Background: an optimization exercise with open tools, aiming at small area, a short achievable clock period and few clock cycles. Do not read the settings as production practice. No run shown here included a check of the RTL's function; only the layout flow was run. No activity file was given, so power comes from the tool's default toggle rates.

==> design/flow/design.v <==
package wpp_pkg;
    localparam int MAX_WORD_LEN_DEF  = 8;
    localparam int MAX_DOC_CHARS_DEF = 65536;
    localparam int CH_W      = 8;
    localparam int CFG_W     = 64;
    localparam int CFG_IDX_W = 2;
    localparam int LEN_CFG_W = 4;
    localparam int DIST_W    = 18;
    localparam int QUEUE_DEPTH = 2;
    typedef enum logic [CFG_IDX_W-1:0] {
        CFG_FIRST_WORD,
        CFG_FIRST_LEN,
        CFG_SECOND_WORD,
        CFG_SECOND_LEN
    } t_cfg_idx;
    localparam logic [CH_W-1:0] CH_SPACE   = 8'h20;
    localparam logic [CH_W-1:0] CH_PERIOD  = 8'h2E;
    localparam logic [CH_W-1:0] CH_COMMA   = 8'h2C;
    localparam logic [CH_W-1:0] CH_LOWER_A = 8'h61;
    localparam logic [CH_W-1:0] CH_LOWER_Z = 8'h7A;
    localparam logic [CH_W-1:0] CASE_STEP  = 8'h20;
    typedef struct packed {
        logic close_a;        
        logic hit_a_first;
        logic hit_a_second;
        logic last;           
        logic hit_b_first;
        logic hit_b_second;
    } t_close_ctl;
    function automatic logic [CH_W-1:0] fold_case(input logic [CH_W-1:0] c);
        fold_case = (c >= CH_LOWER_A && c <= CH_LOWER_Z) ? c - CASE_STEP : c;
    endfunction
    function automatic logic is_delim(input logic [CH_W-1:0] c);
        is_delim = (c == CH_SPACE) || (c == CH_PERIOD) || (c == CH_COMMA);
    endfunction
endpackage
module wpp_front (
    input  logic [wpp_pkg::CH_W-1:0] i_ch,
    input  logic [wpp_pkg::CH_W-1:0] i_tgt,
    output logic                     o_eq
);
    logic t_letter;
    assign t_letter = (i_tgt[7:5] == 3'b010 || i_tgt[7:5] == 3'b011) &&
                      (i_tgt[4:0] != 5'd0) && (i_tgt[4:0] <= 5'd26);
    assign o_eq = (i_ch[7:6] == i_tgt[7:6]) && (i_ch[4:0] == i_tgt[4:0]) &&
                  ((i_ch[5] == i_tgt[5]) || t_letter);
endmodule
module wpp_back (
    input  logic        i_m1,        
    input  logic        i_m2,        
    input  logic [3:0]  i_len,       
    input  logic [3:0]  i_l1,        
    input  logic [3:0]  i_l2,        
    input  logic [17:0] i_mid,       
    input  logic        i_any,       
    input  logic        i_last_t,    
    input  logic [17:0] i_last_mid,  
    input  logic        i_found,     
    input  logic [17:0] i_best,      
    output logic        o_hit,       
    output logic        o_hit_t,     
    output logic        o_found,
    output logic [17:0] o_best
);
    logic        hit1, hit2, cand_v, take;
    logic [17:0] cand;
    assign hit1    = i_m1 && (i_len == i_l1);
    assign hit2    = !hit1 && i_m2 && (i_len == i_l2);
    assign o_hit   = hit1 || hit2;
    assign o_hit_t = hit2;
    assign cand_v  = o_hit && i_any && (i_last_t != hit2);
    logic [19:0] csa_a, csa_b, csa_c, csa_s, csa_k, csa_w;
    assign csa_a = {2'b00, i_last_mid};
    assign csa_b = {2'b00, i_best};
    assign csa_c = ~{2'b00, i_mid};
    assign csa_s = csa_a ^ csa_b ^ csa_c;
    assign csa_k = (csa_a & csa_b) | (csa_a & csa_c) | (csa_b & csa_c);
    assign csa_w = csa_s + {csa_k[18:0], 1'b1};
    assign cand  = i_mid - i_last_mid;
    assign take    = cand_v && (!i_found || !csa_w[19]);
    assign o_best  = take ? cand : i_best;
    assign o_found = i_found || cand_v;
endmodule
module word_pair_proximity_scanner (
    input  logic                          i_clk,
    input  logic                          i_rst_n,
    input  logic                          i_valid,
    output logic                          o_stall,
    input  logic [wpp_pkg::CH_W-1:0]      i_ch,
    input  logic                          i_is_final,
    output logic                          o_valid,
    input  logic                          i_stall,
    output logic                          o_found,
    output logic [wpp_pkg::DIST_W-1:0]    o_distance_x2,
    input  logic                          i_cfg_wr_en,
    input  logic [wpp_pkg::CFG_IDX_W-1:0] i_cfg_index,
    input  logic [wpp_pkg::CFG_W-1:0]     i_cfg_data
);
    localparam int PW = 17;   
    localparam int MW = 18;   
    logic [63:0] r_w1, r_w2;
    logic        r_z1, r_z2;
    logic [3:0]  r_l1, r_l2;
    logic          r_pv;      
    logic          r_pfinal;  
    logic          r_pdelim;  
    logic          r_peq1;    
    logic          r_peq2;    
    logic          r_pe1;     
    logic          r_pe2;     
    logic [PW-1:0] r_pos;     
    logic [MW-1:0] r_mid;     
    logic [3:0]    r_len;     
    logic          r_m1, r_m2;
    logic          r_fin;     
    logic          r_new;     
    logic          r_any;     
    logic          r_last_t;  
    logic [MW-1:0] r_last_mid;
    logic          r_found;   
    logic [MW-1:0] r_best;    
    logic          r_out_valid;
    logic [3:0] cfg_en;
    always_comb begin
        for (int k = 0; k < 4; k++)
            cfg_en[k] = i_cfg_wr_en && i_cfg_index == 2'(k);
    end
    always_ff @(posedge i_clk) begin
        if (cfg_en[0]) r_w1 <= i_cfg_data;
        if (cfg_en[2]) r_w2 <= i_cfg_data;
    end
    always_ff @(posedge i_clk) begin
        if (!i_rst_n) begin
            r_z1 <= 1'b1;
            r_z2 <= 1'b1;
            r_l1 <= 4'd1;
            r_l2 <= 4'd1;
        end else begin
            if (cfg_en[0]) r_z1 <= 1'b0;
            if (cfg_en[1]) r_l1 <= i_cfg_data[3:0];
            if (cfg_en[2]) r_z2 <= 1'b0;
            if (cfg_en[3]) r_l2 <= i_cfg_data[3:0];
        end
    end
    logic accept, hold, stall, proc, close_out, start;
    logic r_stall;
    assign hold      = r_out_valid && (r_fin || r_any);
    assign proc      = r_pv && !hold;
    assign stall     = r_pv && hold;
    assign o_stall   = r_stall;
    assign accept    = i_valid && !stall;
    assign close_out = r_fin && !r_out_valid;
    assign start     = r_fin || r_new;
    logic [3:0]    len_e;
    logic          m1_e, m2_e;
    logic          delim, eq1, eq2, short;
    logic [7:0]    tb1, tb2;
    logic [2:0]    idx;
    logic [PW-1:0] pos_n;
    logic [MW-1:0] mid_nd;
    logic [3:0]    len_nd;
    assign len_e  = start ? 4'd0 : r_len;
    assign m1_e   = start || r_m1;
    assign m2_e   = start || r_m2;
    assign delim  = r_pdelim;
    assign idx    = (proc ? (r_pfinal || delim) : start) ? 3'd0 :
                    proc ? len_nd[2:0] : r_len[2:0];
    assign tb1    = r_z1 ? 8'h00 : r_w1[{idx, 3'b000} +: 8];
    assign tb2    = r_z2 ? 8'h00 : r_w2[{idx, 3'b000} +: 8];
    wpp_front u_eq1 (.i_ch(i_ch), .i_tgt(tb1), .o_eq(eq1));
    wpp_front u_eq2 (.i_ch(i_ch), .i_tgt(tb2), .o_eq(eq2));
    assign short  = (len_e < 4'd8);
    assign len_nd = (len_e < 4'd9) ? len_e + 4'd1 : len_e;
    assign pos_n  = start ? PW'(1) : (r_pos[PW-1] ? r_pos : r_pos + PW'(1));
    assign mid_nd = start ? MW'(1) :
                    (r_len < 4'd9 && !r_mid[MW-1]) ? r_mid + MW'(1) : r_mid;
    logic          hit, hit_t, found_c;
    logic [MW-1:0] best_c;
    logic          hit_e1, hit_e2;
    wpp_back u_close (
        .i_m1(r_m1), .i_m2(r_m2), .i_len(r_len), .i_l1(r_l1), .i_l2(r_l2), .i_mid(r_mid),
        .i_any(r_any), .i_last_t(r_last_t), .i_last_mid(r_last_mid),
        .i_found(r_found), .i_best(r_best),
        .o_hit(hit), .o_hit_t(hit_t), .o_found(found_c), .o_best(best_c)
    );
    assign hit_e1 = r_pe1;
    assign hit_e2 = r_pe2;
    logic pv_n, fin_n, any_n, ov_n;
    assign pv_n  = accept || (r_pv && !proc);
    assign fin_n = proc ? r_pfinal : (r_fin && !close_out);
    assign any_n = (proc && start) ? (delim && (hit_e1 || hit_e2)) :
                   (proc && delim && hit) ? 1'b1 : r_any;
    assign ov_n  = close_out || (r_out_valid && i_stall);
    always_ff @(posedge i_clk) begin
        if (!i_rst_n) begin
            r_pv    <= 1'b0;
            r_stall <= 1'b0;
        end else begin
            r_pv    <= pv_n;
            r_stall <= pv_n && ov_n && (fin_n || any_n);
        end
    end
    always_ff @(posedge i_clk) begin
        if (!stall) begin
            r_pfinal <= i_is_final;
            r_pdelim <= wpp_pkg::is_delim(i_ch);
            r_peq1   <= eq1;
            r_peq2   <= eq2;
            r_pe1    <= (r_l1 == 4'd0);
            r_pe2    <= (r_l1 != 4'd0) && (r_l2 == 4'd0);
        end
    end
    always_ff @(posedge i_clk) begin
        if (proc) begin
            r_pos <= pos_n;
            if (delim) begin
                r_mid <= {pos_n, 1'b0};
                r_len <= '0;
                r_m1  <= 1'b1;
                r_m2  <= 1'b1;
            end else begin
                r_mid <= mid_nd;
                r_len <= len_nd;
                r_m1  <= m1_e && short && r_peq1;
                r_m2  <= m2_e && short && r_peq2;
            end
        end
    end
    always_ff @(posedge i_clk) begin
        if (!i_rst_n) begin
            r_fin <= 1'b0;
            r_new <= 1'b1;
        end else begin
            r_fin <= fin_n;
            if (proc)
                r_new <= 1'b0;
            else if (close_out)
                r_new <= 1'b1;
        end
    end
    always_ff @(posedge i_clk) begin
        if (proc && delim && start) begin
            r_last_t   <= hit_e2;
            r_last_mid <= '0;
        end else if (proc && delim && hit) begin
            r_last_t   <= hit_t;
            r_last_mid <= r_mid;
        end
    end
    always_ff @(posedge i_clk) begin
        if (!i_rst_n) begin
            r_any <= 1'b0;
        end else begin
            r_any <= any_n;
        end
    end
    always_ff @(posedge i_clk) begin
        if (!i_rst_n) begin
            r_found <= 1'b0;
            r_best  <= '0;
        end else if (close_out || (proc && delim && !start && !r_out_valid)) begin
            r_found <= found_c;
            r_best  <= best_c;
        end else if (r_out_valid && !i_stall) begin
            r_found <= 1'b0;
            r_best  <= '0;
        end
    end
    always_ff @(posedge i_clk) begin
        if (!i_rst_n) begin
            r_out_valid <= 1'b0;
        end else begin
            r_out_valid <= ov_n;
        end
    end
    assign o_valid       = r_out_valid;
    assign o_found       = r_found;
    assign o_distance_x2 = r_best;
endmodule
==> design/flow/flow/run.sh <==
#!/bin/bash
# The standard layout, with plain buffers (buf_1) on the ports instead of the default
# port buffer cell, and timing repair asked to leave 7.5 ns of setup slack
# ORFS's own logs stay under orfs/logs; make's output goes to standard_make.log
set -euo pipefail
export BUFFER_PORTS_ARGS="-buffer_cell sky130_fd_sc_hd__buf_1"
export SETUP_SLACK_MARGIN=7.5
bash standard.sh > standard_make.log 2>&1
==> design/flow/standard.sh <==
#!/bin/bash
# synth_recipe.tcl (not shown) runs the flow's synth.tcl, then flattens the netlist and writes it again
# the make line also repeats each setting of config.mk as NAME=value (left out here)
make -C /OpenROAD-flow-scripts/flow DESIGN_CONFIG=/design/flow/config.mk WORK_HOME=/design/flow/orfs CLKGATE_MAP_FILE= SYNTH_SCRIPT=/design/flow/synth_recipe.tcl "${@:-finish}"
==> design/flow/config.mk <==
export PLATFORM = sky130hd
export DESIGN_NAME = word_pair_proximity_scanner
export DESIGN_NICKNAME = word_pair_proximity_scanner
export VERILOG_FILES = /design/flow/design.v
export SDC_FILE = /design/flow/constraint.sdc
export NUM_CORES = 4
export LEC_CHECK = 0
export CAP_MARGIN = 20
export CORE_MARGIN = 2
export CORE_UTILIZATION = 40
export CTS_CLUSTER_DIAMETER = 120
export CTS_CLUSTER_SIZE = 24
export SLEW_MARGIN = 20
==> design/flow/constraint.sdc <==
create_clock -name core_clock -period 11.0 [get_ports {i_clk}]
set_input_delay 2.2000 -clock core_clock [delete_from_list [all_inputs] [get_ports {i_clk}]]
set_output_delay 2.2000 -clock core_clock [all_outputs]
set_load 0.01 [all_outputs]
==> flow_summary.toml, run 1 <==
[synthesis]
syn_nets = 1269
ys_ff_latch = 229
seq_area_frac_synth = 0.514
synth_largest_area_cell = "edfxtp_1"
synth_flop_cell = "edfxtp_1"
synthCells = 1115
synth_compound_area_frac = 0.110
synth_fa_ha_area_frac = 0.0866
synth.top_cell.area_share = 0.428
synth-edff-count = 176
synthMuxAreaShare = 0.0659
synth_xor_area_frac = 0.0447
syn_area_um2 = 12300
synth_top_family_by_area = "simple AND/OR/NAND/NOR gates"
synthSimpleGateAreaFrac = 0.128
syn_avg_cell_area_um2 = 11.1
yosys_warnings = 1
synthDistinctLibCells = 80
async_reset_ff_frac = 0
synthTopCellsByArea = "edfxtp_1 43%, dfxtp_1 8.6%, mux2i_1 5.7%"

[timing]
timing_hold_violations_final = 0
timing.fmax_mhz = 277
period_needed_ns = 3.61
drv_slew = 0
finalCritPeriodShare = 0.329
worst_pin_slew_ns = 1.00
holdWs_ns = 0.504
maxSlewHeadroom = 0.330
setup_tns_ns = 0
rsz0062_at_grt = "true"
setup_viol = 0
skew_ns = 0.0174

[setup_path]
regToRegStartpoint = "r_mid[1]"
worst_setup_path_start_kind = "flop"
r2r_slack_ns = 7.39
worst_r2r_path_depth = 15
critPathKind = "flop to flop"
cp-end-kind = "flop"
worstPathRequired_ns = 11.35
crit_fanout = 7
arrival_ns = 3.96
worstReg2RegEnd = "r_best[13]"

[drt]
vias_per_cell = 5.26
detail-route-antenna-nets = 0
wl_mm = 29.4
route.vias.total = 8603
post_drt_wl_per_cell_um = 18.0
drt_iter0_drc = 563
drc = 0
dr.pass1.iters = 5

[clock_network]
htreeDepth = 1
cts_buffer_depth = 3
clk_pin_slew_worst_paths_ns = 0.10
insertion_delay_ns = 0.48
clock-sinks = 229
cts_tree = "yes"
clockRootBuffer = "clkbuf_16"
numCtsBuffers = 13

[die]
pin_count = 101
start_util = 0.404
fp.dieArea_um2 = 32300
die_h_um = 180
fp.dieW_um = 180
coreArea_um2 = 30500
rows = 64

[global_routing]
grtUsageTotal = 0.178
overflow = 0
first_global_vias = 8214
grt_max_degree = 66
antenna_found_initial = 1
grt_pass1_wl_mm = 46.2

[power]
ir_worst_vdd_uv = 160
pwr-share-seq = 0.543
p_int_mw = 1.35
power.switching_mw = 0.501
combPwrFrac = 0.180
sw_frac_of_total = 0.271
leakage_nw = 5.23
clockPowerShare = 0.276
powerDensity_nw_per_um2 = 132

[hold_path]
holdPathStages = 2
min_from = "r_best[15]"
hold_class = "flop to flop"
holdPathEnd = "r_best[15]"

[placement]
dp.final_hpwl_mm = 20.1
place_congestion = 0.820
io_buffers = 100
dp.cells = 1576

[finish]
syn2layout_area_growth_pct = 13.4
fin_cells = 1635
fin_nets = 1386
drive_gt1_frac = 0.0953

[run_status]
status = "timing/DRC/antenna clean"

[flow_run]
drv_cap = 0
==> cells in the mapped netlist (9+ instances only) <==
cell type / n
a211oi_1: 10
a21o_1: 9
a21oi_1: 54
a31oi_1: 13
clkbuf_1: 22
dfxtp_1: 53
edfxtp_1: 176
fa_1: 19
ha_1: 55
inv_1: 96
mux2_2: 10
mux2i_1: 70
nand2_1: 78
nand3_1: 36
nand4_1: 17
nor2_1: 113
nor3_1: 18
o21ai_0: 42
xnor2_1: 42
xor2_1: 21
==> registers in the layout, indices dropped and copies added (netlist names), 4 cells and up <==
register    flops
r_w2           64
r_last_mid     18
r_l2            4
r_pos          17
r_best         18
r_mid          18
r_l1            4
r_w1           64
r_len           4
==> cell usage in the layout, fill, tap and decap left out, drive strengths merged, types with 6 or more instances in the layout <==
| cell type | instances |
|---|---|
| buf | 141 |
| a211oi | 11 |
| nor3 | 19 |
| a21o | 9 |
| ha | 55 |
| and2 | 10 |
| a21oi | 56 |
| nand4 | 17 |
| fa | 19 |
| nand2 | 79 |
| nor2b | 8 |
| or2 | 6 |
| o31ai | 6 |
| a211o | 8 |
| dfxtp | 53 |
| and3 | 7 |
| mux2i | 70 |
| xnor2 | 42 |
| o31a | 8 |
| edfxtp | 176 |
| nand2b | 6 |
| nor4 | 8 |
| o211ai | 8 |
| clkbuf | 22 |
| a31oi | 13 |
| nand3 | 36 |
| o21ai | 43 |
| nor2 | 114 |
| o21a | 7 |
| inv | 98 |
| xor2 | 21 |
| mux2 | 10 |
==> cell families after synthesis <==
kind of cell,count (synthesis)
and+or+nand+nor,330
DFF,229
muxes,80
AOI/OAI and AO/OA,199
xor gates and xnor gates,63
adders and majority gates,74
buffers and inverters,140
==> power groups by stage <==
stage,logic [mW],clock network (mW),registers [mW]
2_1_floorplan,0.233,0,1.02
3_3_place_gp,0.296,0,1.03
3_5_place_dp,0.302,0,1.03
4_1_cts,0.314,0.526,1.01
5_1_grt,0.375,0.559,1.01
6_report,0.334,0.511,1.01
==> worst max path at each step <==
| stage | startpoint | endpoint | slack (ns) | depth (start not counted) |
|---|---|---|---|---|
| global route | r_mid[1] | r_best[7] | 7.23 | 15 |
| finish | r_mid[1] | r_best[13] | 7.39 | 15 |
| detailed placement | r_fin | r_peq1 | 6.29 | 15 |
| floorplan | i_cfg_wr_en | r_w1[0] | 6.70 | 1 |
| CTS | r_mid[1] | r_best[13] | 7.28 | 15 |
| global placement | r_len[0] | r_peq1 | 6.42 | 13 |
==> metrics by stage <==
step	total power, mW	area, um2	util	setup slack [ns]
after floorplan	1.25	12400	-	6.70
final	1.85	14000	0.459	7.39
after global routing	1.94	14000	0.459	7.23
after global placement	1.32	13100	0.428	6.42
after detailed placement	1.33	13100	0.428	6.29
after CTS	1.85	13700	0.449	7.28
==> layout make-up <==
| type | instances | area (um2) |
|---|---|---|
| fillers | 2848 | 16500 |
| flip-flops and latches | 229 | 6350 |
| repair buffers | 143 | 841 |
| multi-input cells | 748 | 5570 |
| clock buffers | 20 | 362 |
| inverters | 97 | 367 |
| well taps | 396 | 495 |
| clock inverters | 1 | 11.3 |
| diodes | 1 | 2.50 |
==> critical path: stages, from the launching register on <==
cell and delay, ns:
edfxtp_1 0.46, fa_1 0.56, inv_1 0.04, ha_1 0.25
nor2b_1 0.12, o21a_1 0.16, o21a_1 0.18, o211ai_1 0.30
a21oi_2 0.14, o41a_1 0.39, o311ai_4 0.30, buf_6 0.19
buf_12 0.14, nor3_2 0.05, a31oi_1 0.15, nor2_1 0.06
==> per-layer routing <==
layer,up-vias,track usage,routed length (um)
met1,4118,0.250,13700
met3,48,0.0269,1480
li1,4213,-,-
met4,0,0.0507,801
met5,-,0,0
met2,224,0.287,13500
==> what timing repair did <==
action	4_1_cts	5_1_grt
hold buffers	0	0
setup endpoints to repair	17	20
setup buffers	14	15
endpoints found under the hold margin	0	0
gates resized for setup	26	27
pin swaps	14	15
cloned	4	3
==> run 2, diff against run 1 <==
--- a/design/flow/design.v
+++ b/design/flow/design.v
@@ -102,11 +102,4 @@
     logic        r_z1, r_z2;
     logic [3:0]  r_l1, r_l2;
-    logic          r_pv;      
-    logic          r_pfinal;  
-    logic          r_pdelim;  
-    logic          r_peq1;    
-    logic          r_peq2;    
-    logic          r_pe1;     
-    logic          r_pe2;     
     logic [PW-1:0] r_pos;     
     logic [MW-1:0] r_mid;     
@@ -143,11 +136,9 @@
         end
     end
-    logic accept, hold, stall, proc, close_out, start;
+    logic stall, proc, close_out, start;
     logic r_stall;
-    assign hold      = r_out_valid && (r_fin || r_any);
-    assign proc      = r_pv && !hold;
-    assign stall     = r_pv && hold;
+    assign stall     = r_out_valid && (r_fin || r_any);
     assign o_stall   = r_stall;
-    assign accept    = i_valid && !stall;
+    assign proc      = i_valid && !stall;
     assign close_out = r_fin && !r_out_valid;
     assign start     = r_fin || r_new;
@@ -156,5 +147,4 @@
     logic          delim, eq1, eq2, short;
     logic [7:0]    tb1, tb2;
-    logic [2:0]    idx;
     logic [PW-1:0] pos_n;
     logic [MW-1:0] mid_nd;
@@ -163,9 +153,7 @@
     assign m1_e   = start || r_m1;
     assign m2_e   = start || r_m2;
-    assign delim  = r_pdelim;
-    assign idx    = (proc ? (r_pfinal || delim) : start) ? 3'd0 :
-                    proc ? len_nd[2:0] : r_len[2:0];
-    assign tb1    = r_z1 ? 8'h00 : r_w1[{idx, 3'b000} +: 8];
-    assign tb2    = r_z2 ? 8'h00 : r_w2[{idx, 3'b000} +: 8];
+    assign delim  = wpp_pkg::is_delim(i_ch);
+    assign tb1    = r_z1 ? 8'h00 : r_w1[{len_e[2:0], 3'b000} +: 8];
+    assign tb2    = r_z2 ? 8'h00 : r_w2[{len_e[2:0], 3'b000} +: 8];
     wpp_front u_eq1 (.i_ch(i_ch), .i_tgt(tb1), .o_eq(eq1));
     wpp_front u_eq2 (.i_ch(i_ch), .i_tgt(tb2), .o_eq(eq2));
@@ -184,9 +172,8 @@
         .o_hit(hit), .o_hit_t(hit_t), .o_found(found_c), .o_best(best_c)
     );
-    assign hit_e1 = r_pe1;
-    assign hit_e2 = r_pe2;
-    logic pv_n, fin_n, any_n, ov_n;
-    assign pv_n  = accept || (r_pv && !proc);
-    assign fin_n = proc ? r_pfinal : (r_fin && !close_out);
+    assign hit_e1 = (r_l1 == 4'd0);
+    assign hit_e2 = !hit_e1 && (r_l2 == 4'd0);
+    logic fin_n, any_n, ov_n;
+    assign fin_n = proc ? i_is_final : (r_fin && !close_out);
     assign any_n = (proc && start) ? (delim && (hit_e1 || hit_e2)) :
                    (proc && delim && hit) ? 1'b1 : r_any;
@@ -194,19 +181,7 @@
     always_ff @(posedge i_clk) begin
         if (!i_rst_n) begin
-            r_pv    <= 1'b0;
             r_stall <= 1'b0;
         end else begin
-            r_pv    <= pv_n;
-            r_stall <= pv_n && ov_n && (fin_n || any_n);
-        end
-    end
-    always_ff @(posedge i_clk) begin
-        if (!stall) begin
-            r_pfinal <= i_is_final;
-            r_pdelim <= wpp_pkg::is_delim(i_ch);
-            r_peq1   <= eq1;
-            r_peq2   <= eq2;
-            r_pe1    <= (r_l1 == 4'd0);
-            r_pe2    <= (r_l1 != 4'd0) && (r_l2 == 4'd0);
+            r_stall <= ov_n && (fin_n || any_n);
         end
     end
@@ -222,6 +197,6 @@
                 r_mid <= mid_nd;
                 r_len <= len_nd;
-                r_m1  <= m1_e && short && r_peq1;
-                r_m2  <= m2_e && short && r_peq2;
+                r_m1  <= m1_e && short && eq1;
+                r_m2  <= m2_e && short && eq2;
             end
         end
==> run 2 against run 1 <==
  * Still clean
  * Total power shrank 7.6%
  * Combinational power down 29%
  * Wire length up 3.4%
  * Synthesized cell count decreased by 2.5%
  * Non-clock buffer count shrank 8
==> flow_summary.toml, run 2 <==
[run_status]
status = "timing/DRC/antenna clean"

[drt]
vias_per_cell = 5.49
detail-route-antenna-nets = 0
drt_iter0_drc = 664
wl_mm = 30.4
route.vias.total = 8704
dr.pass1.iters = 5
post_drt_wl_per_cell_um = 19.2
drc = 0

[finish]
fin_nets = 1343
syn2layout_area_growth_pct = 13.6
layout.cells.most_common_list = "170 x edfxtp_1, 109 x nand2_1, 93 x buf_1"
final_core_util = 0.460
top_regs = "r_w1: 64 flops, r_w2: 64 flops"
fillers = 2813
drive_gt1_frac = 0.106
final_common_cell = "edfxtp_1"

[die]
fp.dieW_um = 177
pin_count = 101
start_util = 0.405
coreArea_um2 = 29600
fp.dieArea_um2 = 31400
rows = 63
die_h_um = 177

[setup_path]
arrival_ns = 3.89
worst_r2r_path_depth = 13
crit_fanout = 4
worst_setup_path_start_kind = "input port"
cp-end-kind = "flop"
critPathKind = "input port to flop"
worstPathRequired_ns = 11.32

[hold_path]
hold_class = "flop to flop"
holdPathStages = 2

[synthesis]
synth_largest_area_cell = "edfxtp_1"
ys_ff_latch = 222
syn_nets = 1241
syn_avg_cell_area_um2 = 11.1
synthCells = 1087
yosys-top-cells-count = "170 x edfxtp_1, 111 x nand2_1, 78 x inv_1, 70 x a21oi_1, 64 x nor2_1"
yosysMostFrequentCell = "edfxtp_1"
async_reset_ff_frac = 0
synth-edff-count = 170
synthDistinctLibCells = 78
synth.top_cell.area_share = 0.425
synthTopCellsByArea = "edfxtp_1 42%, dfxtp_1 8.7%, ha_1 5.7%"
syn_area_um2 = 12000
synth_flop_cell = "edfxtp_1"
yosys_warnings = 1
seq_area_frac_synth = 0.512

[power]
leakage_nw = 4.97
powerDensity_nw_per_um2 = 125
ir_worst_vdd_uv = 113

[timing]
setup_viol = 0
drv_slew = 0
worst_pin_slew_ns = 1.06
timing.fmax_mhz = 280
skew_ns = 0.0176
period_needed_ns = 3.57
finalCritPeriodShare = 0.325
timing_hold_violations_final = 0
maxSlewHeadroom = 0.292
setup_tns_ns = 0
rsz0062_at_grt = "true"

[global_routing]
antenna_found_initial = 1
first_global_vias = 8496
overflow = 0
grt_pass1_wl_mm = 47.5
grtUsageTotal = 0.193
grt_max_degree = 66

[clock_network]
cts_buffer_depth = 3
insertion_delay_ns = 0.49
htreeDepth = 1
cts_tree = "yes"
hold_buffers = 0
clk_pin_slew_worst_paths_ns = 0.10
clockRootBuffer = "clkbuf_16"
clock-sinks = 222
numCtsBuffers = 13

[flow_run]
drv_cap = 0

[placement]
dp.final_hpwl_mm = 21.1
io_buffers = 100
place_congestion = 0.888
[run 2: cell types whose count changed in the layout (fill, tap and decap cells not counted), sizes merged, moves of 9 or more]
cell	delta
mux2i	-26
o21ai	-10
nor2	-49
a21oi	+14
o2bb2ai	+17
nand4	-9
xnor2	-15
inv	-19
nand2	+33
nand3	-9
o22ai	+10
[run 2: path summary, 6_finish.rpt]
path,from,endpoint,slack (ns)
setup reg to reg,r_mid[1],r_best[13],7.57
hold reg to reg,r_last_mid[5],r_last_mid[5],0.49
setup / recovery,i_ch[7],r_m1,7.43
hold / removal,r_last_mid[5],r_last_mid[5],0.49
[run 2: cells by family (layout without fill, tap and decap cells)]
| group | count (synthesis) | count (layout) | synth area share |
|---|---|---|---|
| muxes | 60 | 60 | 0.0545 |
| other | 0 | 1 | 0 |
| xor gates and xnor gates | 49 | 49 | 0.0357 |
| adders and majority gates | 74 | 74 | 0.0889 |
| AOI/OAI and AO/OA | 253 | 253 | 0.147 |
| and+or+nand+nor | 298 | 300 | 0.117 |
| buffers and inverters | 131 | 237 | 0.0455 |
| DFF | 222 | 222 | 0.512 |
[run 2: stage by stage]
step | cells | worst slack [ns] | total power [mW] | hold WS, ns | instance area, um2
after global routing | 1585 | 7.28 | 1.78 | 0.512 | 13600
after global placement | 1533 | 6.14 | 1.21 | 0.473 | 12800
after floorplan | 1087 | 6.70 | 1.14 | 0.454 | 12200
after detailed placement | 1533 | 5.99 | 1.22 | 0.476 | 12800
after CTS | 1578 | 7.43 | 1.72 | 0.494 | 13500
final | 1586 | 7.43 | 1.71 | 0.493 | 13600
[run 2: area by class of cell]
type | count | area [um2] | share of cell area
Timing Repair inverter | 1 | 5.00 | 0.000367
Inverter | 80 | 309 | 0.0226
Clock buffer | 18 | 344 | 0.0252
Sequential cell | 222 | 6150 | 0.450
Multi-Input combinational cell | 736 | 5580 | 0.409
Clock inverter | 3 | 23.8 | 0.00174
Tap cell | 390 | 488 | 0.0358
Timing Repair Buffer | 135 | 744 | 0.0546
Antenna cell | 1 | 2.50 | 0.000183
[run 2: timing repair]
| item | in CTS | in global routing |
|---|---|---|
| gates resized for setup | 34 | 18 |
| setup endpoints to repair | 81 | 53 |
| pin swaps | 9 | 9 |
| buffers inserted | 21 | 6 |
| cloned | 3 | 1 |
[run 2: power breakdown]
part / internal, mW / switching, mW
combinational: 0.0922 / 0.146
clock: 0.225 / 0.275
sequential: 0.943 / 0.0286
[run 2: layer usage]
metal  routed length, um  track usage
met4                 359       0.0383
met5                   0            0
met2               15200        0.337
met1               13700        0.261
met3                1270       0.0199
[run 2: worst max-delay path: stages]
cell	delay (ns)
buf_12	0.11
nor4_4	0.36
buf_4	0.18
buf_4	0.12
nand2_1	0.06
o21ai_1	0.20
o21ai_1	0.14
a21oi_1	0.16
nand4_1	0.16
o31ai_2	0.21
==> run 3, diff against run 2 <==
--- a/design/flow/design.v
+++ b/design/flow/design.v
@@ -136,9 +136,7 @@
         end
     end
-    logic stall, proc, close_out, start;
-    logic r_stall;
-    assign stall     = r_out_valid && (r_fin || r_any);
-    assign o_stall   = r_stall;
-    assign proc      = i_valid && !stall;
+    logic accept, close_out, start;
+    assign o_stall   = r_out_valid && (r_fin || r_any);
+    assign accept    = i_valid && !o_stall;
     assign close_out = r_fin && !r_out_valid;
     assign start     = r_fin || r_new;
@@ -174,18 +172,6 @@
     assign hit_e1 = (r_l1 == 4'd0);
     assign hit_e2 = !hit_e1 && (r_l2 == 4'd0);
-    logic fin_n, any_n, ov_n;
-    assign fin_n = proc ? i_is_final : (r_fin && !close_out);
-    assign any_n = (proc && start) ? (delim && (hit_e1 || hit_e2)) :
-                   (proc && delim && hit) ? 1'b1 : r_any;
-    assign ov_n  = close_out || (r_out_valid && i_stall);
-    always_ff @(posedge i_clk) begin
-        if (!i_rst_n) begin
-            r_stall <= 1'b0;
-        end else begin
-            r_stall <= ov_n && (fin_n || any_n);
-        end
-    end
-    always_ff @(posedge i_clk) begin
-        if (proc) begin
+    always_ff @(posedge i_clk) begin
+        if (accept) begin
             r_pos <= pos_n;
             if (delim) begin
@@ -206,17 +192,17 @@
             r_fin <= 1'b0;
             r_new <= 1'b1;
-        end else begin
-            r_fin <= fin_n;
-            if (proc)
-                r_new <= 1'b0;
-            else if (close_out)
-                r_new <= 1'b1;
-        end
-    end
-    always_ff @(posedge i_clk) begin
-        if (proc && delim && start) begin
+        end else if (accept) begin
+            r_fin <= i_is_final;
+            r_new <= 1'b0;
+        end else if (close_out) begin
+            r_fin <= 1'b0;
+            r_new <= 1'b1;
+        end
+    end
+    always_ff @(posedge i_clk) begin
+        if (accept && delim && start) begin
             r_last_t   <= hit_e2;
             r_last_mid <= '0;
-        end else if (proc && delim && hit) begin
+        end else if (accept && delim && hit) begin
             r_last_t   <= hit_t;
             r_last_mid <= r_mid;
@@ -226,6 +212,8 @@
         if (!i_rst_n) begin
             r_any <= 1'b0;
-        end else begin
-            r_any <= any_n;
+        end else if (accept && start) begin
+            r_any <= delim && (hit_e1 || hit_e2);
+        end else if (accept && delim && hit) begin
+            r_any <= 1'b1;
         end
     end
@@ -234,5 +222,5 @@
             r_found <= 1'b0;
             r_best  <= '0;
-        end else if (close_out || (proc && delim && !start && !r_out_valid)) begin
+        end else if (close_out || (accept && delim && !start && !r_out_valid)) begin
             r_found <= found_c;
             r_best  <= best_c;
@@ -245,6 +233,8 @@
         if (!i_rst_n) begin
             r_out_valid <= 1'b0;
-        end else begin
-            r_out_valid <= ov_n;
+        end else if (close_out) begin
+            r_out_valid <= 1'b1;
+        end else if (!i_stall) begin
+            r_out_valid <= 1'b0;
         end
     end
==> design/flow/run.sh (new file) <==
#!/bin/bash
# synth_recipe.tcl (not shown) runs the flow's synth.tcl, then flattens the netlist and writes it again
# the make line also repeats each setting of config.mk as NAME=value (left out here)
make -C /OpenROAD-flow-scripts/flow DESIGN_CONFIG=/design/flow/config.mk WORK_HOME=/design/flow/orfs CLKGATE_MAP_FILE= SYNTH_SCRIPT=/design/flow/synth_recipe.tcl finish
--- a/design/flow/config.mk
+++ b/design/flow/config.mk
@@ -9,5 +9,3 @@
 export CORE_MARGIN = 2
 export CORE_UTILIZATION = 40
-export CTS_CLUSTER_DIAMETER = 120
-export CTS_CLUSTER_SIZE = 24
 export SLEW_MARGIN = 20
removed: design/flow/flow/run.sh
removed: design/flow/standard.sh
==> run 3 against run 2 <==
  * Non-clock buffer count decreased by 20
  * Die area decreased by 1.3%
  * Clock skew increased by 0.0026 ns
  * Flip-flop and latch count decreased by 1
  * Register-to-register slack got worse by 0.05 ns
  * Global-route usage decreased by 1.2 points
  * Total power increased by 20%
  * Fmax decreased by 27%
  * Synthesized area decreased by 1.3%
  * Sequential share of layout area decreased by 1.4 points
  * Combinational power increased by 4%
  * Clock power increased by 67%
  * Critical path type unchanged
  * Highest routed layer is now met5
==> flow_summary.toml, run 3 <==
[setup_path]
r2r_slack_ns = 7.52
worst_setup_path_start_kind = "input port"
worstPathRequired_ns = 11.43
arrival_ns = 5.30
cp-end-kind = "flop"
crit_fanout = 17
critPathKind = "input port to flop"

[finish]
syn2layout_area_growth_pct = 18.4
antennaDiodeCount = 0
fin_nets = 1290
final_common_cell = "edfxtp_1"
post-route-cell-area_um2 = 14000
layout.cells.most_common_list = "170 x edfxtp_1, 100 x clkdlybuf4s50_1, 93 x nor2_1"
top_regs = "r_w1: 64 flops, r_w2: 64 flops"
drive_gt1_frac = 0.0781

[synthesis]
yosysMostFrequentCell = "edfxtp_1"
async_reset_ff_frac = 0
synth_flop_cell = "edfxtp_1"
yosys_warnings = 1
synthDistinctLibCells = 82
synth_largest_area_cell = "edfxtp_1"
synth.top_cell.area_share = 0.431
yosys-top-cells-count = "170 x edfxtp_1, 93 x nor2_1, 74 x a21oi_1, 72 x inv_1, 66 x nand2_1"
synth-edff-count = 170
synthCells = 1042
syn_avg_cell_area_um2 = 11.4
synthTopCellsByArea = "edfxtp_1 43%, dfxtp_1 8.6%, ha_1 5.8%"
ys_ff_latch = 221
syn_area_um2 = 11900
syn_nets = 1196
seq_area_frac_synth = 0.517

[timing]
timing.fmax_mhz = 205
finalCritPeriodShare = 0.442
setup_viol = 0
timing_hold_violations_final = 0
rsz0062_at_grt = "false"
maxSlewHeadroom = 0.312
period_needed_ns = 4.87
skew_ns = 0.0202
drv_slew = 0
worst_pin_slew_ns = 1.03
setup_tns_ns = 0

[die]
die_h_um = 176
pin_count = 101
rows = 63
start_util = 0.403
coreArea_um2 = 29400
fp.dieArea_um2 = 31000
fp.dieW_um = 176

[clock_network]
cts_buffer_depth = 3
htreeDepth = 1
post_cts_buffers = 0
hold_buffers = 0
clk_pin_slew_worst_paths_ns = 0.06
clockRootBuffer = "clkbuf_16"
ctsResizeCount = 0
cts_tree = "yes"
clock-sinks = 221
numCtsBuffers = 25
insertion_delay_ns = 0.53

[power]
powerDensity_nw_per_um2 = 146
leakage_nw = 5.15
ir_worst_vdd_uv = 107

[drt]
detail-route-antenna-nets = 0
drt_iter0_drc = 692
drc = 0
route.vias.total = 8263
dr.pass1.iters = 5
vias_per_cell = 5.36
wl_mm = 27.8
post_drt_wl_per_cell_um = 18.0

[placement]
placed_area_um2 = 13200
dp.final_hpwl_mm = 19.8
io_buffers = 100
place_congestion = 0.896

[global_routing]
grt_max_degree = 66
antenna_found_initial = 1
overflow = 0
grt_pass1_wl_mm = 44.6
grtUsageTotal = 0.181
first_global_vias = 8175
met1_usage = 0.251
grt_use_met3 = 0.0304
grtUsageMet2 = 0.298
grt-busiest-layer = "met2"

[run_status]
status = "timing/DRC/antenna clean"

[flow_run]
drv_cap = 0

[hold_path]
hold_class = "flop to flop"
[run 3: cell count changes in the layout (fill, tap and decap cells not counted), moves of 10 or more]
cell,previous run,this run
clkdlybuf4s50_1,0,100
buf_1,93,0
nand2_1,109,66
nor2_1,61,93
clkbuf_16,13,25
mux2i_1,44,33
buf_4,25,15
o21ai_0,27,17
[run 3: layer usage]
metal | part of all wire | wire length, um | vias up
met2 | 0.46 | 12900 | 208
met3 | 0.049 | 1380 | 37
met1 | 0.47 | 13000 | 3990
li1 | - | - | 4026
met4 | 0.019 | 517 | 2
met5 | 0.00047 | 13 | -
[run 3: power breakdown]
group	switching [mW]	internal [mW]
logic	0.139	0.108
registers	0.0269	0.942
clock network	0.335	0.499
[run 3: cell families after synthesis]
group | count (synthesis) | share of synthesized area
buf+inv | 122 | 0.0444
mux | 51 | 0.0525
simple gates | 296 | 0.126
compound gates | 224 | 0.131
flops | 221 | 0.517
fa+ha+maj | 74 | 0.0901
xor+xnor | 54 | 0.0399
[run 3: final timing paths]
kind,startpoint,endpoint,cells past startpoint
worst max-delay path,i_ch[0],r_best[1],7
worst min-delay path,r_best[13],r_best[13],1
worst max register to register,r_mid[2],r_best[1],10
worst min register to register,r_best[13],r_best[13],1
[run 3: area by class of cell]
class / count / area (um2)
fill: 2667 / 15400
sequential: 221 / 6130
multi-input combinational: 699 / 5220
timing repair buffer: 115 / 1110
clock buffer: 29 / 661
tap: 390 / 488
inverter: 74 / 278
clock inverter: 15 / 158
[run 3: stage by stage]
| step | worst slack (ns) | instances | power (mW) | hold WS, ns | utilization |
|---|---|---|---|---|---|
| after CTS | 6.24 | 1543 | 2.07 | 0.513 | 0.478 |
| after global placement | 5.81 | 1499 | 1.23 | 0.493 | 0.450 |
| after global routing | 5.90 | 1543 | 2.13 | 0.522 | 0.478 |
| final | 6.13 | 1543 | 2.05 | 0.501 | 0.478 |
| after floorplan | 3.48 | 1042 | 1.14 | 0.480 | - |
| after detailed placement | 5.74 | 1499 | 1.23 | 0.502 | 0.450 |
[run 3: worst max-delay path: stages]
cell and delay [ns]:
clkdlybuf4s50_1 0.53, nor4_1 0.59, o211ai_1 0.47, nor3b_1 0.51, o221ai_2 0.40, or3_1 0.47, a21oi_1 0.13
==> run 4, diff against run 3 <==
==> design/flow/flow/run.sh (new file) <==
#!/bin/bash
# The standard layout, with plain buffers (buf_2) on the ports instead of the
# default port buffer cell; ORFS's own logs stay under orfs/logs
set -euo pipefail
export BUFFER_PORTS_ARGS="-buffer_cell sky130_fd_sc_hd__buf_2"
bash standard.sh > standard_make.log 2>&1
==> design/flow/standard.sh (new file) <==
#!/bin/bash
# synth_recipe.tcl (not shown) runs the flow's synth.tcl, then flattens the netlist and writes it again
# the make line also repeats each setting of config.mk as NAME=value (left out here)
make -C /OpenROAD-flow-scripts/flow DESIGN_CONFIG=/design/flow/config.mk WORK_HOME=/design/flow/orfs CLKGATE_MAP_FILE= SYNTH_SCRIPT=/design/flow/synth_recipe.tcl "${@:-finish}"
removed: design/flow/run.sh
==> run 4 against run 3 <==
  * Sequential share of layout area is 1.6 points higher
  * Register-to-register slack worse by 0.02 ns
  * First-iteration DRC count decreased by 20%
  * Setup slack improved by 0.41 ns
  * Global-route usage up 0.078 points
  * Combinational power fell by 6%
==> flow_summary.toml, run 4 <==
[synthesis]
synthDistinctLibCells = 82
syn_nets = 1196
yosysMostFrequentCell = "edfxtp_1"
synthSimpleGateAreaFrac = 0.126
synth_flop_cell = "edfxtp_1"
syn_area_um2 = 11900
synthMuxAreaShare = 0.0525
yosys_warnings = 1
synth-edff-count = 170
synthCells = 1042
synth_fa_ha_area_frac = 0.0901
synth_compound_area_frac = 0.131
synth_top_family_by_area = "compound AO/OA/AOI/OAI gates"
seq_area_frac_synth = 0.517
synthTopCellsByArea = "edfxtp_1 43%, dfxtp_1 8.6%, ha_1 5.8%"
async_reset_ff_frac = 0
synth_largest_area_cell = "edfxtp_1"
synth_xor_area_frac = 0.0399
syn_avg_cell_area_um2 = 11.4
yosys-top-cells-count = "170 x edfxtp_1, 93 x nor2_1, 74 x a21oi_1, 72 x inv_1, 66 x nand2_1"
synth.top_cell.area_share = 0.431
ys_ff_latch = 221

[placement]
place_congestion = 0.856
dp.cells = 1497
dp.final_hpwl_mm = 19.5
io_buffers = 100

[drt]
post_drt_wl_per_cell_um = 18.1
highest_layer = "met5"
wl_mm = 27.8
drt_iter0_drc = 552
dr.pass1.iters = 8
drc = 0
wl_met1_mm = 12.9
vias_per_cell = 5.33
met2_wirelength_mm = 13.0
detail-route-antenna-nets = 0
routed-wl-met3_mm = 1.43
route.vias.total = 8220

[finish]
top_regs = "r_w1: 64 flops, r_w2: 64 flops"
layout.cells.most_common_list = "170 x edfxtp_1, 100 x buf_2, 93 x nor2_1"
fin_cells = 1542
syn2layout_area_growth_pct = 14.2
final_common_cell = "edfxtp_1"
fin_nets = 1288
antennaDiodeCount = 0
drive_gt1_frac = 0.161

[clock_network]
clk_pin_slew_worst_paths_ns = 0.06
hold_buffers = 0
cts_buffer_depth = 3
insertion_delay_ns = 0.54
ctsResizeCount = 0
clock-sinks = 221
clockRootBuffer = "clkbuf_16"
htreeDepth = 1
post_cts_buffers = 0
cts_tree = "yes"
numCtsBuffers = 25

[setup_path]
worstPathRequired_ns = 11.44
crit_path_max_incr_delay_ns = 0.55
critPathKind = "input port to flop"
crit_chain = "buf_2 -> nor4_1 -> o211ai_1 -> nor3b_1 -> o221ai_2 -> or3_1 -> a21oi_1"
worst_setup_path_start_kind = "input port"
cp-end-kind = "flop"
worst_path_max_delay_cell = "nor4_1"
crit_fanout = 17
worst_r2r_path_depth = 10
arrival_ns = 4.89

[power]
leakage_nw = 5.19
ir_worst_vdd_uv = 121
powerDensity_nw_per_um2 = 151

[timing]
holdWs_ns = 0.495
rsz0062_at_grt = "false"
timing.fmax_mhz = 225
finalCritPeriodShare = 0.405
setup_viol = 0
maxSlewHeadroom = 0.299
worst_pin_slew_ns = 1.05
drv_slew = 0
skew_ns = 0.0242
setup_tns_ns = 0
period_needed_ns = 4.45
timing_hold_violations_final = 0

[die]
coreArea_um2 = 29400
rows = 63
die_h_um = 176
fp.dieArea_um2 = 31000
pin_count = 101
fp.dieW_um = 176
start_util = 0.403

[hold_path]
holdPathStages = 1
hold_class = "flop to flop"

[run_status]
status = "timing/DRC/antenna clean"

[global_routing]
first_global_vias = 8259
overflow = 0
grtUsageTotal = 0.181
antenna_found_initial = 2
grt_max_degree = 66
grt_pass1_wl_mm = 44.8

[flow_run]
drv_cap = 0
==> run 4: cell counts after synthesis <==
No cell type changed its count.
==> run 4: worst max-delay path: cells and delay by family <==
| family | cells | cell delay (ns) |
|---|---|---|
| simple gates | 3 | 1.56 |
| compound gates | 3 | 0.99 |
| buf+inv | 1 | 0.14 |
==> run 4: layer usage <==
layer | vias up | global-route usage
met5 | - | 0
met4 | 4 | 0.0417
met3 | 45 | 0.0321
met2 | 190 | 0.304
met1 | 3974 | 0.246
li1 | 4007 | -
==> run 4: metrics by stage <==
stage / cell area (um2) / utilization / setup WS [ns] / total power [mW]
detailed placement: 12700 / 0.432 / 6.12 / 1.22
floorplan: 11900 / - / 3.48 / 1.14
global route: 13500 / 0.461 / 6.25 / 2.13
global placement: 12700 / 0.432 / 6.18 / 1.21
finish: 13500 / 0.461 / 6.55 / 2.05
CTS: 13500 / 0.461 / 6.65 / 2.08
==> run 4: cell type report <==
type	instances	area [um2]
clock inverter	18	204
multi-input combinational	699	5220
clock buffer	27	633
timing repair buffer	113	598
tap	390	488
fill	2750	15900
inverter	74	278
sequential	221	6130
==> run 4: worst paths after layout <==
check / from / endpoint / slack (ns)
worst max register to register: r_mid[2] / r_best[14] / 7.50
worst min-delay path: r_best[13] / r_best[13] / 0.50
worst max-delay path: i_ch[0] / r_best[0] / 6.55
worst min register to register: r_best[13] / r_best[13] / 0.50
==> run 4: logic make-up after synthesis <==
family                     after synthesis
buffers and inverters                  122
DFF                                    221
and+or+nand+nor                        296
xor gates and xnor gates                54
adders and majority gates               74
muxes                                   51
AOI/OAI and AO/OA                      224
==> run 4: where the power goes <==
group	switching (mW)	total (mW)	internal [mW]
logic	0.139	0.231	0.0922
clock network	0.342	0.853	0.511
registers	0.0262	0.968	0.942
total	0.507	2.05	1.55
==> run 5, diff against run 4 <==
--- a/design/flow/design.v
+++ b/design/flow/design.v
@@ -102,4 +102,7 @@
     logic        r_z1, r_z2;
     logic [3:0]  r_l1, r_l2;
+    logic          r_pv;      
+    logic [7:0]    r_pch;
+    logic          r_pfinal;
     logic [PW-1:0] r_pos;     
     logic [MW-1:0] r_mid;     
@@ -136,6 +139,8 @@
         end
     end
-    logic accept, close_out, start;
-    assign o_stall   = r_out_valid && (r_fin || r_any);
+    logic accept, hold, proc, close_out, start;
+    assign hold      = r_out_valid && (r_fin || r_any);
+    assign proc      = r_pv && !hold;
+    assign o_stall   = r_pv && hold;
     assign accept    = i_valid && !o_stall;
     assign close_out = r_fin && !r_out_valid;
@@ -151,9 +156,9 @@
     assign m1_e   = start || r_m1;
     assign m2_e   = start || r_m2;
-    assign delim  = wpp_pkg::is_delim(i_ch);
+    assign delim  = wpp_pkg::is_delim(r_pch);
     assign tb1    = r_z1 ? 8'h00 : r_w1[{len_e[2:0], 3'b000} +: 8];
     assign tb2    = r_z2 ? 8'h00 : r_w2[{len_e[2:0], 3'b000} +: 8];
-    wpp_front u_eq1 (.i_ch(i_ch), .i_tgt(tb1), .o_eq(eq1));
-    wpp_front u_eq2 (.i_ch(i_ch), .i_tgt(tb2), .o_eq(eq2));
+    wpp_front u_eq1 (.i_ch(r_pch), .i_tgt(tb1), .o_eq(eq1));
+    wpp_front u_eq2 (.i_ch(r_pch), .i_tgt(tb2), .o_eq(eq2));
     assign short  = (len_e < 4'd8);
     assign len_nd = (len_e < 4'd9) ? len_e + 4'd1 : len_e;
@@ -173,5 +178,20 @@
     assign hit_e2 = !hit_e1 && (r_l2 == 4'd0);
     always_ff @(posedge i_clk) begin
-        if (accept) begin
+        if (!i_rst_n) begin
+            r_pv <= 1'b0;
+        end else if (accept) begin
+            r_pv <= 1'b1;
+        end else if (proc) begin
+            r_pv <= 1'b0;
+        end
+    end
+    always_ff @(posedge i_clk) begin
+        if (!o_stall) begin
+            r_pch    <= i_ch;
+            r_pfinal <= i_is_final;
+        end
+    end
+    always_ff @(posedge i_clk) begin
+        if (proc) begin
             r_pos <= pos_n;
             if (delim) begin
@@ -192,6 +212,6 @@
             r_fin <= 1'b0;
             r_new <= 1'b1;
-        end else if (accept) begin
-            r_fin <= i_is_final;
+        end else if (proc) begin
+            r_fin <= r_pfinal;
             r_new <= 1'b0;
         end else if (close_out) begin
@@ -201,8 +221,8 @@
     end
     always_ff @(posedge i_clk) begin
-        if (accept && delim && start) begin
+        if (proc && delim && start) begin
             r_last_t   <= hit_e2;
             r_last_mid <= '0;
-        end else if (accept && delim && hit) begin
+        end else if (proc && delim && hit) begin
             r_last_t   <= hit_t;
             r_last_mid <= r_mid;
@@ -212,7 +232,7 @@
         if (!i_rst_n) begin
             r_any <= 1'b0;
-        end else if (accept && start) begin
+        end else if (proc && start) begin
             r_any <= delim && (hit_e1 || hit_e2);
-        end else if (accept && delim && hit) begin
+        end else if (proc && delim && hit) begin
             r_any <= 1'b1;
         end
@@ -222,5 +242,5 @@
             r_found <= 1'b0;
             r_best  <= '0;
-        end else if (close_out || (accept && delim && !start && !r_out_valid)) begin
+        end else if (close_out || (proc && delim && !start && !r_out_valid)) begin
             r_found <= found_c;
             r_best  <= best_c;
==> run 5 against run 4 <==
  * Still clean
  * Synthesized area rose by 3.0%
  * Wire length grew 0.16%
  * First-iteration DRC count shrank 2.2%
  * Final cell count is 2.1% higher
  * Register-to-register slack got worse by 0.72 ns
  * Highest routed layer is now met4
==> flow_summary.toml, run 5 <==
[global_routing]
first_global_vias = 8118
met1_usage = 0.258
grt_max_degree = 66
grt-busiest-layer = "met2"
grt_pass1_wl_mm = 44.5
grtUsageTotal = 0.178
overflow = 0
grt_use_met3 = 0.0233
grtUsageMet2 = 0.283
antenna_found_initial = 0

[timing]
maxSlewHeadroom = 0.294
period_needed_ns = 4.39
worst_pin_slew_ns = 1.06
timing.fmax_mhz = 228
setup_tns_ns = 0
setup_viol = 0
skew_ns = 0.0113
drv_slew = 0
finalCritPeriodShare = 0.399
rsz0062_at_grt = "false"
timing_hold_violations_final = 0

[power]
ir_worst_vdd_uv = 119
clockPowerShare = 0.405
leakage_nw = 5.37
combPwrFrac = 0.084
p_int_mw = 1.51
powerDensity_nw_per_um2 = 143
pwr-share-seq = 0.510
sw_frac_of_total = 0.235
power.switching_mw = 0.463

[synthesis]
syn_area_um2 = 12200
synth_flop_cell = "edfxtp_1"
yosys_warnings = 1
yosysMostFrequentCell = "edfxtp_1"
syn_avg_cell_area_um2 = 11.3
async_reset_ff_frac = 0
synth.top_cell.area_share = 0.440
synth-edff-count = 179
seq_area_frac_synth = 0.525
ys_ff_latch = 231
synth_largest_area_cell = "edfxtp_1"
synthTopCellsByArea = "edfxtp_1 44%, dfxtp_1 8.5%, ha_1 5.6%"
synthDistinctLibCells = 84
yosys-top-cells-count = "179 x edfxtp_1, 111 x nor2_1, 79 x inv_1, 68 x a21oi_1, 60 x nand2_1"
syn_nets = 1236
synthCells = 1082

[drt]
vias_per_cell = 5.31
route.vias.total = 8363
drt_iter0_drc = 540
detail-route-antenna-nets = 0
wl_mm = 27.9
dr.pass1.iters = 5
drc = 0
post_drt_wl_per_cell_um = 17.7

[clock_network]
numCtsBuffers = 25
clk_pin_slew_worst_paths_ns = 0.06
post_cts_buffers = 0
cts_tree = "yes"
insertion_delay_ns = 0.53
cts_buffer_depth = 3
hold_buffers = 0
ctsResizeCount = 0
clock-sinks = 231
clockRootBuffer = "clkbuf_16"
htreeDepth = 1

[die]
start_util = 0.409
die_h_um = 179
fp.dieW_um = 179
coreArea_um2 = 29900
fp.dieArea_um2 = 31900
rows = 63
pin_count = 101

[setup_path]
crit_chain = "o21ai_0 -> or2_2 -> inv_1 -> buf_2"
arrival_ns = 2.19
r2r_slack_ns = 6.78
worst_setup_path_start_kind = "flop"
crit_path_max_incr_delay_ns = 0.71
critPathKind = "flop to output port"
worstReg2RegEnd = "r_best[17]"
worst_path_max_delay_cell = "dfxtp_1"
worstPathRequired_ns = 8.80
regToRegStartpoint = "r_mid[1]"
crit_buf_inv = 2
worst_r2r_path_depth = 11
crit_fanout = 13
cp_top_family = "flip-flops"
cp-end-kind = "output port"

[finish]
drive_gt1_frac = 0.153
top_regs = "r_w1: 64 flops, r_w2: 64 flops"
fillers = 2731
final_common_cell = "edfxtp_1"
antennaDiodeCount = 0
final_core_util = 0.463
fin_nets = 1320
layout.cells.most_common_list = "179 x edfxtp_1, 111 x nor2_1, 100 x buf_2"
syn2layout_area_growth_pct = 13.3

[placement]
place_congestion = 0.885
dp.final_hpwl_mm = 20.2
io_buffers = 100

[flow_run]
drv_cap = 0

[hold_path]
holdPathStages = 2
min_from = "r_best[1]"
hold_class = "flop to flop"
holdPathEnd = "r_best[1]"

[run_status]
status = "timing/DRC/antenna clean"
## run 5: cell count changes in the layout (fill, tap and decap cells not counted), moves of 7 or more
cell,change
o211ai_1,-9
o21ai_0,+7
nand4_1,+11
inv_1,+7
mux2i_1,+14
edfxtp_1,+9
and3_1,+10
nor2_1,+18
## run 5: worst max path at each step
stage,slack (ns),to,startpoint,depth (start not counted)
after floorplan,3.48,r_w1[0],i_cfg_index[1],1
after global placement,6.70,r_best[14],r_mid[1],11
after detailed placement,6.70,r_best[16],r_mid[1],11
after CTS,6.62,o_stall,r_fin,4
after global routing,6.48,o_stall,r_fin,4
final,6.61,o_stall,r_fin,4
## run 5: logic make-up after synthesis
group,after synthesis,synth area share
and+or+nand+nor,313,0.125
AOI/OAI and AO/OA,216,0.122
muxes,60,0.0536
xor gates and xnor gates,56,0.0402
DFF,231,0.525
adders and majority gates,74,0.0875
buffers and inverters,132,0.0455
## run 5: area by class of cell
cell class,count,area (um2),share of cell area
Inverter,81,307,0.0222
Clock inverter,16,139,0.0100
Timing Repair Buffer,108,561,0.0405
Sequential cell,231,6420,0.464
Tap cell,390,488,0.0353
Multi-Input combinational cell,719,5280,0.382
Clock buffer,29,641,0.0463
## run 5: routing by layer
metal | vias to the layer above | wire length (um)
met1 | 4035 | 13700
met2 | 193 | 12600
li1 | 4093 | -
met5 | - | 0
met3 | 42 | 1110
met4 | 0 | 536
## run 5: per-stage QoR
step                      setup WS [ns]  cells  hold slack (ns)  total power, mW  cell area [um2]
after floorplan                    3.48   1082            0.455             1.13            12200
after global placement             6.70   1529            0.466             1.19            13000
after CTS                          6.62   1574            0.491             2.00            13800
final                              6.61   1574            0.485             1.97            13800
after global routing               6.48   1574            0.505             2.05            13800
after detailed placement           6.70   1529            0.482             1.19            13000
## run 5: power groups by stage
stage / clock network, mW / registers [mW] / logic, mW
after global placement: 0 / 1.03 / 0.165
final: 0.800 / 1.01 / 0.167
after CTS: 0.821 / 1.01 / 0.167
after detailed placement: 0 / 1.03 / 0.166
after global routing: 0.856 / 1.01 / 0.186
after floorplan: 0 / 1.01 / 0.121
## run 5: worst reg2reg max path, stage by stage (launching register included)
cell and delay (ns):
edfxtp_1 0.52, fa_1 0.56, inv_1 0.04, ha_1 0.27, a21o_1 0.18, a21o_1 0.18, a2111oi_0 0.51, o21ai_0 0.25
a21oi_1 0.34, nand2b_1 0.79, nor2_1 0.24, a22o_1 0.24
==> run 6, diff against run 5 <==
==> design/flow/run.sh (new file) <==
#!/bin/bash
# synth_recipe.tcl (not shown) runs the flow's synth.tcl, then flattens the netlist and writes it again
# the make line also repeats each setting of config.mk as NAME=value (left out here)
make -C /OpenROAD-flow-scripts/flow DESIGN_CONFIG=/design/flow/config.mk WORK_HOME=/design/flow/orfs CLKGATE_MAP_FILE= SYNTH_SCRIPT=/design/flow/synth_recipe.tcl finish
removed: design/flow/flow/run.sh
removed: design/flow/standard.sh
==> run 6 against run 5 <==
  * Still clean
  * Register-to-register slack improved by 0.39 ns
  * Global-route usage rose by 0.074 points
  * Final cell count rose by 0.25%
  * Combinational power rose by about 10%
  * Hold slack improved by 0.0036 ns
  * Wire length fell by 0.52%
  * Synthesized area did not move
  * Critical path type unchanged
  * Critical endpoint unchanged
  * Largest cell class unchanged
==> flow_summary.toml, run 6 <==
[timing]
finalCritPeriodShare = 0.428
drv_slew = 0
worst_pin_slew_ns = 1.09
timing.fmax_mhz = 213
period_needed_ns = 4.70
rsz0062_at_grt = "false"
skew_ns = 0.0233
setup_tns_ns = 0
holdWs_ns = 0.489
timing_hold_violations_final = 0
maxSlewHeadroom = 0.271
setup_viol = 0

[finish]
fin_cells = 1578
post-route-cell-area_um2 = 14400
fin_nets = 1323
syn2layout_area_growth_pct = 17.9
final_common_cell = "edfxtp_1"
final_core_util = 0.482
top_regs = "r_w1: 64 flops, r_w2: 64 flops"
antennaDiodeCount = 0
drive_gt1_frac = 0.0699
layout.cells.most_common_list = "179 x edfxtp_1, 111 x nor2_1, 100 x clkdlybuf4s50_1"

[setup_path]
worst_r2r_path_depth = 11
cp.depth = 4
r2r_slack_ns = 7.17
worst_path_max_delay_cell = "dfxtp_1"
worstPathRequired_ns = 8.80
cp_top_family = "buffers and inverters"
setup.worst_path.start = "r_fin"
regToRegStartpoint = "r_mid[1]"
crit_chain = "o21ai_0 -> or2_2 -> inv_1 -> clkdlybuf4s50_1"
critPathKind = "flop to output port"
crit_fanout = 13
worst_setup_path_start_kind = "flop"
arrival_ns = 2.50
cp-end-kind = "output port"
crit_path_max_incr_delay_ns = 0.65
crit_buf_inv = 2
crit_end = "o_stall"
worstReg2RegEnd = "r_best[16]"

[clock_network]
ctsResizeCount = 0
numCtsBuffers = 27
hold_buffers = 0
htreeDepth = 1
post_cts_buffers = 0
clockRootBuffer = "clkbuf_16"
clock-sinks = 231
insertion_delay_ns = 0.55
clk_pin_slew_worst_paths_ns = 0.06
cts_tree = "yes"
cts_buffer_depth = 3

[global_routing]
overflow = 0
first_global_vias = 8285
grtUsageTotal = 0.178
grt_pass1_wl_mm = 44.8
grt_max_degree = 66
antenna_found_initial = 0

[synthesis]
syn_nets = 1236
yosysMostFrequentCell = "edfxtp_1"
synthTopCellsByArea = "edfxtp_1 44%, dfxtp_1 8.5%, ha_1 5.6%"
synth.top_cell.area_share = 0.440
syn_avg_cell_area_um2 = 11.3
synthDistinctLibCells = 84
yosys_warnings = 1
seq_area_frac_synth = 0.525
syn_area_um2 = 12200
synthCells = 1082
async_reset_ff_frac = 0
synth-edff-count = 179
synth_largest_area_cell = "edfxtp_1"
yosys-top-cells-count = "179 x edfxtp_1, 111 x nor2_1, 79 x inv_1, 68 x a21oi_1, 60 x nand2_1"
synth_flop_cell = "edfxtp_1"
ys_ff_latch = 231

[drt]
vias_per_cell = 5.27
post_drt_wl_per_cell_um = 17.6
drc = 0
route.vias.total = 8316
drt_iter0_drc = 514
detail-route-antenna-nets = 0
dr.pass1.iters = 5
wl_mm = 27.7

[placement]
dp.cells = 1530
dp.final_hpwl_mm = 20.0
io_buffers = 100
place_congestion = 0.817
placed_area_um2 = 13600

[power]
p_int_mw = 1.56
pwr-share-seq = 0.494
power.switching_mw = 0.475
ir_worst_vdd_uv = 96.9
sw_frac_of_total = 0.234
leakage_nw = 5.36
clockPowerShare = 0.416
powerDensity_nw_per_um2 = 141
combPwrFrac = 0.090

[hold_path]
hold_class = "flop to flop"

[flow_run]
drv_cap = 0

[die]
fp.dieW_um = 179
die_h_um = 179
fp.dieArea_um2 = 31900
rows = 63
coreArea_um2 = 29900
start_util = 0.409
pin_count = 101

[run_status]
status = "timing/DRC/antenna clean"
[run 6: cell count changes in the layout (fill, tap and decap cells not counted), moves of 2 or more]
cell / change
buf_2: -100
clkdlybuf4s50_1: +100
clkbuf_16: +2
clkinv_1: +2
clkinvlp_2: -2
clkinvlp_4: +2
[run 6: how the worst min path moves through the flow]
stage                          from   endpoint  slack (ns)  depth (start not counted)
after detailed placement  r_best[9]  r_best[9]        0.48                          2
final                     r_best[9]  r_best[9]        0.49                          2
after floorplan            r_pfinal      r_fin        0.45                          2
after global placement    r_best[9]  r_best[9]        0.47                          2
after global routing      r_best[1]  r_best[1]        0.53                          2
after CTS                 r_best[9]  r_best[9]        0.49                          2
[run 6: cells by family after synthesis]
| family | synth area share |
|---|---|
| xor+xnor | 0.0402 |
| mux | 0.0536 |
| buf+inv | 0.0455 |
| simple gates | 0.125 |
| fa+ha+maj | 0.0875 |
| compound gates | 0.122 |
| flops | 0.525 |
[run 6: power by group through the flow]
stage | sequential (mW) | clock [mW] | combinational (mW)
2_1_floorplan | 1.01 | 0 | 0.121
3_3_place_gp | 1.02 | 0 | 0.183
3_5_place_dp | 1.02 | 0 | 0.184
4_1_cts | 1.00 | 0.866 | 0.185
5_1_grt | 1.01 | 0.903 | 0.204
6_report | 1.00 | 0.846 | 0.184
[run 6: through the flow]
step / total power [mW] / setup slack [ns]
after floorplan: 1.13 / 3.48
after global placement: 1.20 / 6.50
after detailed placement: 1.21 / 6.43
after CTS: 2.06 / 6.26
after global routing: 2.11 / 6.14
final: 2.04 / 6.30
[run 6: routing by layer]
layer,global-route usage,vias up,part of all wire,wire (um)
li1,-,4115,-,-
met2,0.289,189,0.45,12500
met3,0.0237,30,0.040,1120
met5,0,-,0,0
met1,0.256,3982,0.49,13700
met4,0.0396,0,0.016,436
[run 6: cell type report]
cell class / count / area [um2]
inverters: 81 / 307
clock inverters: 17 / 154
well taps: 390 / 488
repair buffers: 109 / 1070
fillers: 2697 / 15500
flip-flops and latches: 231 / 6420
clock buffers: 31 / 691
multi-input cells: 719 / 5280
[run 6: worst register-to-register path: cells and delay by family (launching register included)]
kind | cells | cell delay [ns]
simple gates | 2 | 1.14
buf+inv | 1 | 0.05
fa+ha+maj | 2 | 0.83
compound gates | 6 | 1.22
flops | 1 | 0.52

afterwards: timing with drivers on the ports:
No port has a modelled driver above. Below, the same layouts with a new extraction and two added sets of constraints. Step 1: set_driving_cell puts a clkbuf_16 on i_clk and a buf_2 on each other input, an assumption about the parent block. Step 2 adds t to the input delays and takes it off the output delays; t is the mean of the earliest and latest rising clock arrival at the registers after step 1. Input paths then give back, and output paths get back, about the clock's delay inside the block. a / b / c = ideal ports / drivers / drivers and shift; a / b = the first two.
| run | t, ns | setup WS [ns] | latest minus earliest clock arrival (ns) | worst slew at a driven data input, ns | pins driven straight from the clock port |
|---|---|---|---|---|---|
| run 1 | 0.520 | 7.385 / 7.385 / 7.199 | 0.020 / 0.019 | 0.09 | 1 |
| run 2 | 0.522 | 7.428 / 7.421 / 6.899 | 0.021 / 0.020 | 0.08 | 1 |
| run 3 | 0.565 | 6.134 / 6.146 / 5.581 | 0.020 / 0.021 | 0.07 | 1 |
| run 4 | 0.584 | 6.546 / 6.561 / 5.977 | 0.026 / 0.026 | 0.07 | 1 |
| run 5 | 0.571 | 6.607 / 6.560 / 6.777 | 0.011 / 0.011 | 0.05 | 1 |
| run 6 | 0.583 | 6.297 / 6.249 / 6.437 | 0.025 / 0.025 | 0.04 | 1 |
After both steps setup and hold are still met in every run listed. For run 4, which loses most, drivers alone change the setup slack by +0.015 ns; drivers and shift together by -0.569 ns.
